This design comes from an exercise in tuning for small area, a short achievable clock period and few clock cycles per item on the open sky130 flow, not from production work.
Function was checked by simulation only, so behaviour that the tests miss may differ from the original.

===== design/flow/config.mk =====
export PLATFORM = sky130hd
export DESIGN_NAME = player_motion
export DESIGN_NICKNAME = player_motion
export VERILOG_FILES = /design/flow/design.v
export SDC_FILE = /design/flow/constraint.sdc
export NUM_CORES = 4
export LEC_CHECK = 0
export CAP_MARGIN = 20
export CORE_MARGIN = 2
export CORE_UTILIZATION = 40
export SLEW_MARGIN = 20

===== design/flow/constraint.sdc =====
create_clock -name core_clock -period 11.5 [get_ports {clk}]
set_input_delay 2.3000 -clock core_clock [delete_from_list [all_inputs] [get_ports {clk}]]
set_output_delay 2.3000 -clock core_clock [all_outputs]
set_load 0.01 [all_outputs]

===== design/flow/design.v =====
module player_motion #(
  parameter int QM         = 6,
  parameter int QN         = 10,
  parameter int MAP_BITS   = 4,
  parameter int START_X    = 1536,
  parameter int START_Y    = 11776,
  parameter int START_FX   = 0,
  parameter int START_FY   = -1024,
  parameter int START_VX   = 512,
  parameter int START_VY   = 0
) (
  input  logic                       clk,
  input  logic                       reset,
  input  logic                       tick,
  input  logic                       moveF,
  input  logic                       moveB,
  input  logic                       strafeL,
  input  logic                       strafeR,
  input  logic                       rotL,
  input  logic                       rotR,
  output logic                       map_req,
  output logic [MAP_BITS-1:0]        map_col,
  output logic [MAP_BITS-1:0]        map_row,
  input  logic                       map_ack,
  input  logic [1:0]                 map_val,
  output logic signed [QM+QN-1:0]    playerX,
  output logic signed [QM+QN-1:0]    playerY,
  output logic signed [QM+QN-1:0]    facingX,
  output logic signed [QM+QN-1:0]    facingY,
  output logic signed [QM+QN-1:0]    vplaneX,
  output logic signed [QM+QN-1:0]    vplaneY,
  output logic                       busy,
  output logic                       done,
  output logic                       missed
);
  localparam int W  = QM + QN;
  localparam int WR = W + QN;         
  localparam int CB = 2 * MAP_BITS;   
  localparam int TB = QN + MAP_BITS;  
  typedef enum logic [1:0] {IDLE, PRE, PX, PY} state_t;
  state_t              st_q;
  logic [5:0]          ctrl_q;
  logic                done_q, missed_q, xrej_q, cur_ok_q;
  logic signed [W-1:0] px_q, py_q, fx_q, fy_q, vx_q, vy_q;
  logic [CB-1:0]       probe_q;
  logic [5:0] btn;
  logic       bF, bB, bL, bR, rl, rr;
  assign btn = (st_q == IDLE) ? {moveF, moveB, strafeL, strafeR, rotL, rotR} : ctrl_q;
  assign {bF, bB, bL, bR, rl, rr} = btn;
  localparam int WS = 18;
  localparam int WD = WS - QN;        
  logic [WS-1:0] p5, q5, s1, s2;
  logic signed [WD-1:0] dp, dnp, dq, dnq, d1p, d1n, d2p, d2n, e1p, e1n, e2p, e2n;
  logic signed [WD-1:0] cp_q, cnp_q, cq_q, cnq_q, c1p_q, c1n_q, c2p_q, c2n_q;
  logic                 cand_ok_q;
  logic signed [WD-1:0] dx8, dy8;
  logic signed [W-1:0]  dx, dy, nx, ny;
  logic                 fwd_p, fwd_n, sd_r, sd_l;
  pm_add #(WS) u_p5 (.a(WS'(fx_q) << 2), .b(WS'(fx_q)), .ci(1'b0), .y(p5));
  pm_add #(WS) u_q5 (.a(WS'(fy_q) << 2), .b(WS'(fy_q)), .ci(1'b0), .y(q5));
  pm_add #(WS) u_s1 (.a(p5), .b(q5), .ci(1'b0), .y(s1));
  pm_add #(WS) u_s2 (.a(p5), .b(~q5), .ci(1'b1), .y(s2));
  function automatic logic signed [WD-1:0] neg_step(input logic [WS-1:0] v);
    neg_step = ~v[WS-1:QN] + WD'(v[QN-1:0] == '0);
  endfunction
  always_comb begin
    dp  = p5[WS-1:QN];
    dq  = q5[WS-1:QN];
    d1p = s1[WS-1:QN];
    d2p = s2[WS-1:QN];
    dnp = neg_step(p5);
    dnq = neg_step(q5);
    d1n = neg_step(s1);
    d2n = neg_step(s2);
  end
  pm_diag #(WD) u_e1p (.d(d1p), .y(e1p));
  pm_diag #(WD) u_e1n (.d(d1n), .y(e1n));
  pm_diag #(WD) u_e2p (.d(d2p), .y(e2p));
  pm_diag #(WD) u_e2n (.d(d2n), .y(e2n));
  always_ff @(posedge clk) begin
    cp_q  <= dp;
    cnp_q <= dnp;
    cq_q  <= dq;
    cnq_q <= dnq;
    c1p_q <= e1p;
    c1n_q <= e1n;
    c2p_q <= e2p;
    c2n_q <= e2n;
  end
  always_comb begin
    fwd_p = bF & ~bB;
    fwd_n = bB & ~bF;
    sd_r  = bR & ~bL;
    sd_l  = bL & ~bR;
    dx8 = '0;
    dy8 = '0;
    case ({fwd_p, fwd_n, sd_r, sd_l})
      4'b1000: begin dx8 = cp_q;  dy8 = cq_q;  end
      4'b0100: begin dx8 = cnp_q; dy8 = cnq_q; end
      4'b0010: begin dx8 = cnq_q; dy8 = cp_q;  end
      4'b0001: begin dx8 = cq_q;  dy8 = cnp_q; end
      4'b1010: begin dx8 = c2p_q; dy8 = c1p_q; end
      4'b1001: begin dx8 = c1p_q; dy8 = c2n_q; end
      4'b0110: begin dx8 = c1n_q; dy8 = c2p_q; end
      4'b0101: begin dx8 = c2n_q; dy8 = c1n_q; end
      default: ;
    endcase
    dx = W'(dx8);
    dy = W'(dy8);
    nx = px_q + dx;
    ny = py_q + dy;
  end
  logic signed [W-1:0] nfx, nfy, nvx, nvy, rfx, rfy, rvx, rvy;
  pm_rot #(W, QN) u_rfx (.c(fx_q), .s(fy_q), .neg(rr), .y(rfx));
  pm_rot #(W, QN) u_rfy (.c(fy_q), .s(fx_q), .neg(rl), .y(rfy));
  pm_rot #(W, QN) u_rvx (.c(vx_q), .s(vy_q), .neg(rr), .y(rvx));
  pm_rot #(W, QN) u_rvy (.c(vy_q), .s(vx_q), .neg(rl), .y(rvy));
  always_comb begin
    if (rl ^ rr) begin
      nfx = rfx;
      nfy = rfy;
      nvx = rvx;
      nvy = rvy;
    end else begin
      nfx = fx_q;
      nfy = fy_q;
      nvx = vx_q;
      nvy = vy_q;
    end
  end
  logic [CB-1:0] cell_x, cell_y;
  logic chg_x, chg_y, off_x, off_y, same_cx, same_ry, same_y, byp_y, cur_x, cur_y;
  logic known_x, rej_x, known_y, rej_y, wall_in, commit, moved;
  logic signed [W-1:0] nxf, nyf;
  assign wall_in = map_val != 2'b00;
  always_comb begin
    chg_x   = dx != '0;
    chg_y   = dy != '0;
    off_x   = nx[W-1:TB] != '0;
    off_y   = ny[W-1:TB] != '0;
    same_cx = nx[TB-1:QN] == px_q[TB-1:QN];
    same_ry = ny[TB-1:QN] == py_q[TB-1:QN];
    cell_x  = {nx[TB-1:QN], py_q[TB-1:QN]};
    case (st_q)
      PX:      begin known_x = map_ack; rej_x = wall_in; end
      PY:      begin known_x = 1'b1;    rej_x = xrej_q;  end
      default: begin known_x = !chg_x || off_x || (same_cx && cur_ok_q); rej_x = chg_x && off_x; end
    endcase
    nxf    = rej_x ? px_q : nx;
    cell_y = {nxf[TB-1:QN], ny[TB-1:QN]};
    same_y = (rej_x || same_cx) && same_ry;
    byp_y  = st_q == PX && (!rej_x || same_cx) && same_ry;
    if (st_q == PY) begin
      known_y = map_ack;
      rej_y   = wall_in;
    end else begin
      known_y = !chg_y || off_y || (same_y && cur_ok_q) || (byp_y && map_ack);
      rej_y   = chg_y && (off_y || (byp_y && wall_in));
    end
    nyf    = rej_y ? py_q : ny;
    commit = known_x && known_y && (st_q != IDLE || (tick && cand_ok_q));
    moved  = nxf[TB-1:QN] != px_q[TB-1:QN] || nyf[TB-1:QN] != py_q[TB-1:QN];
    cur_x  = same_cx;
    cur_y  = same_y;
  end
  always_ff @(posedge clk or negedge reset) begin
    if (!reset) begin
      st_q     <= IDLE;
      done_q   <= 1'b0;
      missed_q <= 1'b0;
      cur_ok_q <= 1'b0;
      cand_ok_q <= 1'b0;
      px_q     <= W'(START_X);
      py_q     <= W'(START_Y);
      fx_q     <= W'(START_FX);
      fy_q     <= W'(START_FY);
      vx_q     <= W'(START_VX);
      vy_q     <= W'(START_VY);
    end else begin
      done_q   <= commit;
      cand_ok_q <= !(commit && (rl ^ rr));
      missed_q <= tick && (st_q != IDLE);
      if (commit) begin
        st_q <= IDLE;
        px_q <= nxf;
        py_q <= nyf;
        fx_q <= nfx;
        fy_q <= nfy;
        vx_q <= nvx;
        vy_q <= nvy;
      end else if (st_q == IDLE && tick && !cand_ok_q) begin
        st_q <= PRE;
      end else if ((st_q == IDLE && tick) || st_q == PRE || (st_q == PX && map_ack)) begin
        st_q <= known_x ? PY : PX;
      end
      if (commit && moved)
        cur_ok_q <= 1'b1;
      else if (map_ack && !wall_in && ((st_q == PX && cur_x) || (st_q == PY && cur_y)))
        cur_ok_q <= 1'b1;
    end
  end
  always_ff @(posedge clk) begin
    if (st_q == IDLE) ctrl_q <= {moveF, moveB, strafeL, strafeR, rotL, rotR};
    if (st_q != PY) xrej_q <= rej_x;
    if (st_q != PY) probe_q <= known_x ? cell_y : cell_x;
  end
  assign busy    = st_q != IDLE;
  assign map_req = st_q == PX || st_q == PY;
  assign map_col = probe_q[CB-1:MAP_BITS];
  assign map_row = probe_q[MAP_BITS-1:0];
  assign playerX = px_q;
  assign playerY = py_q;
  assign facingX = fx_q;
  assign facingY = fy_q;
  assign vplaneX = vx_q;
  assign vplaneY = vy_q;
  assign done    = done_q;
  assign missed  = missed_q;
endmodule
module pm_diag #(parameter int N = 8) (
  input  logic signed [N-1:0] d,
  output logic signed [N-1:0] y
);
  localparam int M = N + 8;
  logic [M-1:0] e, r0, r1, r2, r3, r4, s1, c1, s2, c2, s3, c3, t;
  always_comb begin
    e  = M'(d);
    r0 = e << 7;
    r1 = e << 5;
    r2 = e << 4;
    r3 = e << 2;
    r4 = e;
    s1 = r0 ^ r1 ^ r2;
    c1 = ((r0 & r1) | (r0 & r2) | (r1 & r2)) << 1;
    s2 = s1 ^ c1 ^ r3;
    c2 = ((s1 & c1) | (s1 & r3) | (c1 & r3)) << 1;
    s3 = s2 ^ c2 ^ r4;
    c3 = ((s2 & c2) | (s2 & r4) | (c2 & r4)) << 1;
  end
  pm_add #(M) u_t (.a(s3), .b(c3), .ci(1'b0), .y(t));
  assign y = t[M-1:8];
endmodule
module pm_rot #(parameter int N = 16, parameter int Q = 10) (
  input  logic signed [N-1:0] c,
  input  logic signed [N-1:0] s,
  input  logic                neg,
  output logic signed [N-1:0] y
);
  localparam int M = N + Q;
  logic [M-1:0] x, r0, r1, r2, r3, r4, r5, s1, c1, s2, c2, s3, c3, s4, c4, t;
  always_comb begin
    x  = M'(s) ^ {M{neg}};
    r0 = (M'(c) << 10) | (M'(neg) << 6);
    r1 = ((~(M'(c))) << 2) | M'(neg);
    r2 = (x << 6) | (M'({neg, neg, 1'b1}) << 2);
    r3 = x << 4;
    r4 = x << 3;
    r5 = x;
    s1 = r0 ^ r1 ^ r2;
    c1 = ((r0 & r1) | (r0 & r2) | (r1 & r2)) << 1;
    s2 = r3 ^ r4 ^ r5;
    c2 = ((r3 & r4) | (r3 & r5) | (r4 & r5)) << 1;
    s3 = s1 ^ c1 ^ s2;
    c3 = ((s1 & c1) | (s1 & s2) | (c1 & s2)) << 1;
    s4 = s3 ^ c3 ^ c2;
    c4 = ((s3 & c3) | (s3 & c2) | (c3 & c2)) << 1;
  end
  pm_add #(M) u_t (.a(s4), .b(c4), .ci(1'b0), .y(t));
  assign y = t[M-1:Q];
endmodule
module pm_add #(parameter int N = 16) (
  input  logic [N-1:0] a,
  input  logic [N-1:0] b,
  input  logic         ci,
  output logic [N-1:0] y
);
  localparam int L = (N > 16) ? 5 : (N > 8) ? 4 : (N > 4) ? 3 : (N > 2) ? 2 : 1;
  logic [N-1:0] gu [0:L];
  logic [N-1:0] pu [0:L];
  logic [N-1:0] gd [0:L];
  logic [N-1:0] pd [0:L];
  logic [N-1:0] p0;
  assign p0 = a ^ b;
  assign pu[0] = p0;
  assign gu[0] = (a & b) | {{(N-1){1'b0}}, p0[0] & ci};
  for (genvar l = 0; l < L; l++) begin : g_up
    for (genvar j = 0; j < N; j++) begin : g_bit
      if ((j + 1) % (2 << l) == 0) begin : g_op
        assign gu[l+1][j] = gu[l][j] | (pu[l][j] & gu[l][j - (1 << l)]);
        assign pu[l+1][j] = pu[l][j] & pu[l][j - (1 << l)];
      end else begin : g_pass
        assign gu[l+1][j] = gu[l][j];
        assign pu[l+1][j] = pu[l][j];
      end
    end
  end
  assign gd[L] = gu[L];
  assign pd[L] = pu[L];
  for (genvar l = L - 1; l >= 0; l--) begin : g_dn
    for (genvar j = 0; j < N; j++) begin : g_bit
      if (j >= 3 * (1 << l) - 1 && (j + 1 - 3 * (1 << l)) % (2 << l) == 0) begin : g_op
        assign gd[l][j] = gd[l+1][j] | (pd[l+1][j] & gd[l+1][j - (1 << l)]);
        assign pd[l][j] = pd[l+1][j] & pd[l+1][j - (1 << l)];
      end else begin : g_pass
        assign gd[l][j] = gd[l+1][j];
        assign pd[l][j] = pd[l+1][j];
      end
    end
  end
  assign y = p0 ^ {gd[0][N-2:0], ci};
endmodule

===== design/flow/run.sh =====
#!/bin/bash
# synth_recipe.tcl (not shown) runs the flow's synth.tcl, then flattens the netlist and writes it again
# the make line also repeats each setting of config.mk as NAME=value (left out here)
make -C /OpenROAD-flow-scripts/flow DESIGN_CONFIG=/design/flow/config.mk WORK_HOME=/design/flow/orfs CLKGATE_MAP_FILE= SYNTH_SCRIPT=/design/flow/synth_recipe.tcl finish

==> impl_metrics.toml <==
[status]
status = "no timing/DRC/antenna violations"

[clock_tree]
cts.sinks = 181
cts_root_buf = "clkbuf_16"
cts_resized = 0
clk_pin_slew_worst_paths_ns = 0.09
clock_latency_ns = 0.52
post_cts_buffers = 0
cts_tree = "built"
cts_hold_buf = 0
h-tree-depth = 4
cts_buffer_depth = 2
cts_buffers = 17

[sta]
timing.fmax_mhz = 105
tightest_slew_ns = 1.04
fin_tns_setup_ns = 0
post-route-min-period_ns = 9.54
finalSetupViolations = 0
hold_viol_final = 0
drv_slew = 0
skew_ns = 0.0189
rsz0062_at_grt = "no"
final.period_utilization = 0.830
slew_headroom = 0.306

[critical_path]
cp_slowest_cell = "xnor2_1"
critPathKind = "flip-flop to flip-flop"
critPathMaxStageDelay_ns = 0.80
reg2reg_depth = 36
worstReg2RegEnd = "c1n_q[6]"
cp_max_fo = 9
required_ns = 11.89
crit_top_cell = "inv_1"
critPathLaunchType = "flip-flop"
critPathCaptureType = "flip-flop"
r2r_setup_slack_ns = 1.96
arrival_ns = 9.93
r2r-start = "fx_q[1]"

[global_route]
grt_use_total = 0.207
grt_pass1_vias = 20390
antenna_found_initial = 0
gr-total-overflow = 0
grt_pass1_wl_um = 114000
grt_max_degree = 66

[floorplan]
die_h_um = 265
ioPinCount = 120
die_area_um2 = 70100
num_rows = 95
start_util = 0.405
die_w_um = 265
core_area_um2 = 67300

[worst_hold_path]
hold_path_class = "flip-flop to flip-flop"
worstHoldStart = "px_q[9]"
worstHoldPathCells = 2
hold_end = "px_q[9]"

[logic_synthesis]
synth_cells = 2878
synth_cell_types = 88
ys_ff_latch = 181
ys.flop_type = "dfrtp_1"
synth-warning-count = 18
yosysSeqAreaShare = 0.156
async_flop_share = 0.564
synth_edf_count = 9
syn-cell-area_um2 = 27200
synth_nets = 3539
syn_area_per_cell_um2 = 9.46

[placed_design]
place_congestion = 0.861
port_buffers = 119
dpl.hpwl_um = 55700

[finish]
area_growth_pct = 9.97
nNetsFinal = 3615
drive_gt1_frac = 0.0486

[run]
cap_violations = 0

[detailed_routing]
drtIter0Drc = 1346
drtAntennaViolNets = 0
vias = 19797
drc = 0
avgRoutedWirePerCell_um = 18.1
wirelength_um = 69500
firstDrtPassIters = 9
vias_per_cell = 5.16
==> worst max-delay path by stage <==
stage	from	to	cells after the start	slack, ns
finish	fx_q[1]	c1n_q[6]	36	1.96
global route	fx_q[0]	c2n_q[6]	34	1.10
CTS	fx_q[0]	c1n_q[6]	37	1.88
detailed placement	fx_q[0]	c1n_q[6]	37	1.90
global placement	fx_q[0]	c2n_q[6]	34	1.99
floorplan	rotL	fy_q[15]	26	2.76
==> per-stage QoR <==
step	util	cells	setup slack [ns]	hold WS, ns	cell area [um^2]
2_1_floorplan	-	2878	2.76	0.451	27200
3_3_place_gp	0.436	3808	1.99	0.475	29300
3_5_place_dp	0.436	3808	1.90	0.480	29300
4_1_cts	0.445	3839	1.88	0.495	29900
5_1_grt	0.445	3839	1.10	0.508	29900
6_report	0.445	3840	1.96	0.490	29900
==> cells by family (layout without fill, tap and decap cells) <==
group | count (synthesis) | count (layout) | synth area share
AOI/OAI and AO/OA | 556 | 556 | 0.131
xor gates and xnor gates | 416 | 416 | 0.135
and+or+nand+nor | 364 | 364 | 0.0659
adders and majority gates | 670 | 670 | 0.398
DFF | 181 | 181 | 0.156
muxes | 67 | 67 | 0.0265
buffers and inverters | 624 | 712 | 0.0878
other | 0 | 1 | 0
==> flip-flops by register name (all words and copies together), names as in the netlist, 6 cells and up <==
name,count
c1n_q,8
c1p_q,8
c2n_q,8
c2p_q,8
cnp_q,8
cnq_q,8
cp_q,8
cq_q,8
ctrl_q,6
fx_q,16
fy_q,16
probe_q,8
px_q,16
py_q,16
vx_q,16
vy_q,16
==> placed cells by master, fill, tap and decap left out, types with 7 or more instances in the layout <==
| cell type | n |
|---|---|
| mux2_2 | 37 |
| buf_4 | 18 |
| nand2_1 | 112 |
| a222oi_1 | 18 |
| o21ai_0 | 136 |
| o21bai_1 | 23 |
| mux2i_1 | 27 |
| a31oi_1 | 11 |
| clkdlybuf4s50_1 | 118 |
| nand3_1 | 60 |
| nor4_1 | 8 |
| a21oi_1 | 151 |
| and3_1 | 10 |
| or3_1 | 7 |
| inv_1 | 537 |
| o22ai_1 | 9 |
| nor2b_1 | 11 |
| or2_2 | 12 |
| xor2_1 | 67 |
| dfxtp_1 | 70 |
| maj3_1 | 21 |
| o21a_1 | 18 |
| fa_1 | 332 |
| clkbuf_16 | 18 |
| dfrtp_1 | 89 |
| nor3_1 | 19 |
| nand4_1 | 16 |
| o221ai_1 | 8 |
| a22oi_1 | 24 |
| a22o_1 | 9 |
| edfxtp_1 | 9 |
| o21ai_1 | 23 |
| xnor2_1 | 345 |
| a31o_2 | 10 |
| a311o_1 | 7 |
| ha_1 | 317 |
| nand2b_1 | 17 |
| dfstp_2 | 13 |
| a21o_1 | 47 |
| nor2_1 | 63 |
==> routing by layer <==
layer / wire [um] / global-route usage / part of all wire / vias to the layer above
li1: - / - / - / 9571
met4: 1250 / 0.0487 / 0.018 / 0
met2: 32500 / 0.338 / 0.47 / 427
met5: 0 / 0 / 0 / -
met3: 2990 / 0.0295 / 0.043 / 69
met1: 32800 / 0.291 / 0.47 / 9730
==> worst max-delay path, delay by kind of cell, from the launching register on <==
family	cells	cell delay, ns
compound gates	14	2.06
fa+ha+maj	8	3.57
buf+inv	8	1.23
flops	1	0.58
simple gates	3	0.55
xor+xnor	3	1.41
==> area by class of cell <==
class | count | area, um^2
timing repair buffer | 136 | 1320
antenna | 1 | 2.50
fill | 6533 | 37300
multi-input combinational | 2073 | 20600
inverter | 545 | 2050
sequential | 181 | 4240
tap | 873 | 1090
clock inverter | 13 | 154
clock buffer | 18 | 450
==> cell usage after synthesis, types with 5 or more instances <==
master | number | area [um^2]
buf_2 | 22 | 110
ha_1 | 317 | 3970
dfxtp_1 | 70 | 1400
clkbuf_1 | 51 | 191
o221ai_1 | 8 | 70.1
a311o_1 | 7 | 70.1
nand3_1 | 60 | 300
clkinv_1 | 6 | 22.5
o21ai_0 | 136 | 681
dfrtp_1 | 89 | 2230
inv_1 | 537 | 2020
or3_1 | 7 | 43.8
nor4_1 | 8 | 50.1
maj3_1 | 21 | 210
and2_1 | 5 | 31.3
o21a_1 | 18 | 135
o22ai_1 | 9 | 56.3
mux2_2 | 37 | 417
nand4_1 | 16 | 100
fa_1 | 332 | 6650
xor2_1 | 67 | 587
a21o_1 | 47 | 353
a22oi_1 | 24 | 180
and3_1 | 10 | 62.6
a41oi_1 | 5 | 43.8
a211oi_1 | 6 | 45.0
xnor2_1 | 347 | 3040
edfxtp_1 | 9 | 270
nor3_1 | 19 | 95.1
or2_2 | 12 | 75.1
o31ai_1 | 6 | 45.0
a31oi_1 | 11 | 68.8
a222oi_1 | 18 | 180
a22o_1 | 9 | 78.8
mux2i_1 | 27 | 270
o21bai_1 | 23 | 173
nand2_1 | 112 | 420
nor2b_1 | 11 | 68.8
o21ai_1 | 24 | 120
nor2_1 | 65 | 244
nand2b_1 | 17 | 106
dfstp_2 | 13 | 342
a31o_2 | 10 | 87.6
a21oi_1 | 151 | 756
a21boi_0 | 6 | 45.0
Testbench counts, summed over its fixed seeds: cycles 3,970, ticks 3,200.

re-timing with driven ports:
The flow's constraints put no driver on any port. The routed layout listed below was extracted and timed again, unchanged, in two steps.
Step 1 (the two cells are an assumption about what drives the block):
set clk [get_ports {clk}]
set_driving_cell -lib_cell sky130_fd_sc_hd__clkbuf_16 $clk
set_driving_cell -lib_cell sky130_fd_sc_hd__buf_2 [delete_from_list [all_inputs] $clk]
Step 2, shift: input delay + t, output delay - t, t = (earliest + latest rising clock arrival at the registers) / 2. This alone moves slack from input paths to output paths.
Three values: ideal, step 1, step 2; two values: the first two.
t, ns: 0.566
setup WS [ns]: 1.958 / 1.958 / 1.951
clock arrival spread, ns: 0.019 / 0.019
worst data-port slew with drivers (ns): 0.04
After both steps this run still meets setup and hold. For this run, drivers alone change the setup slack by 0.000 ns; drivers and shift together by -0.007 ns.
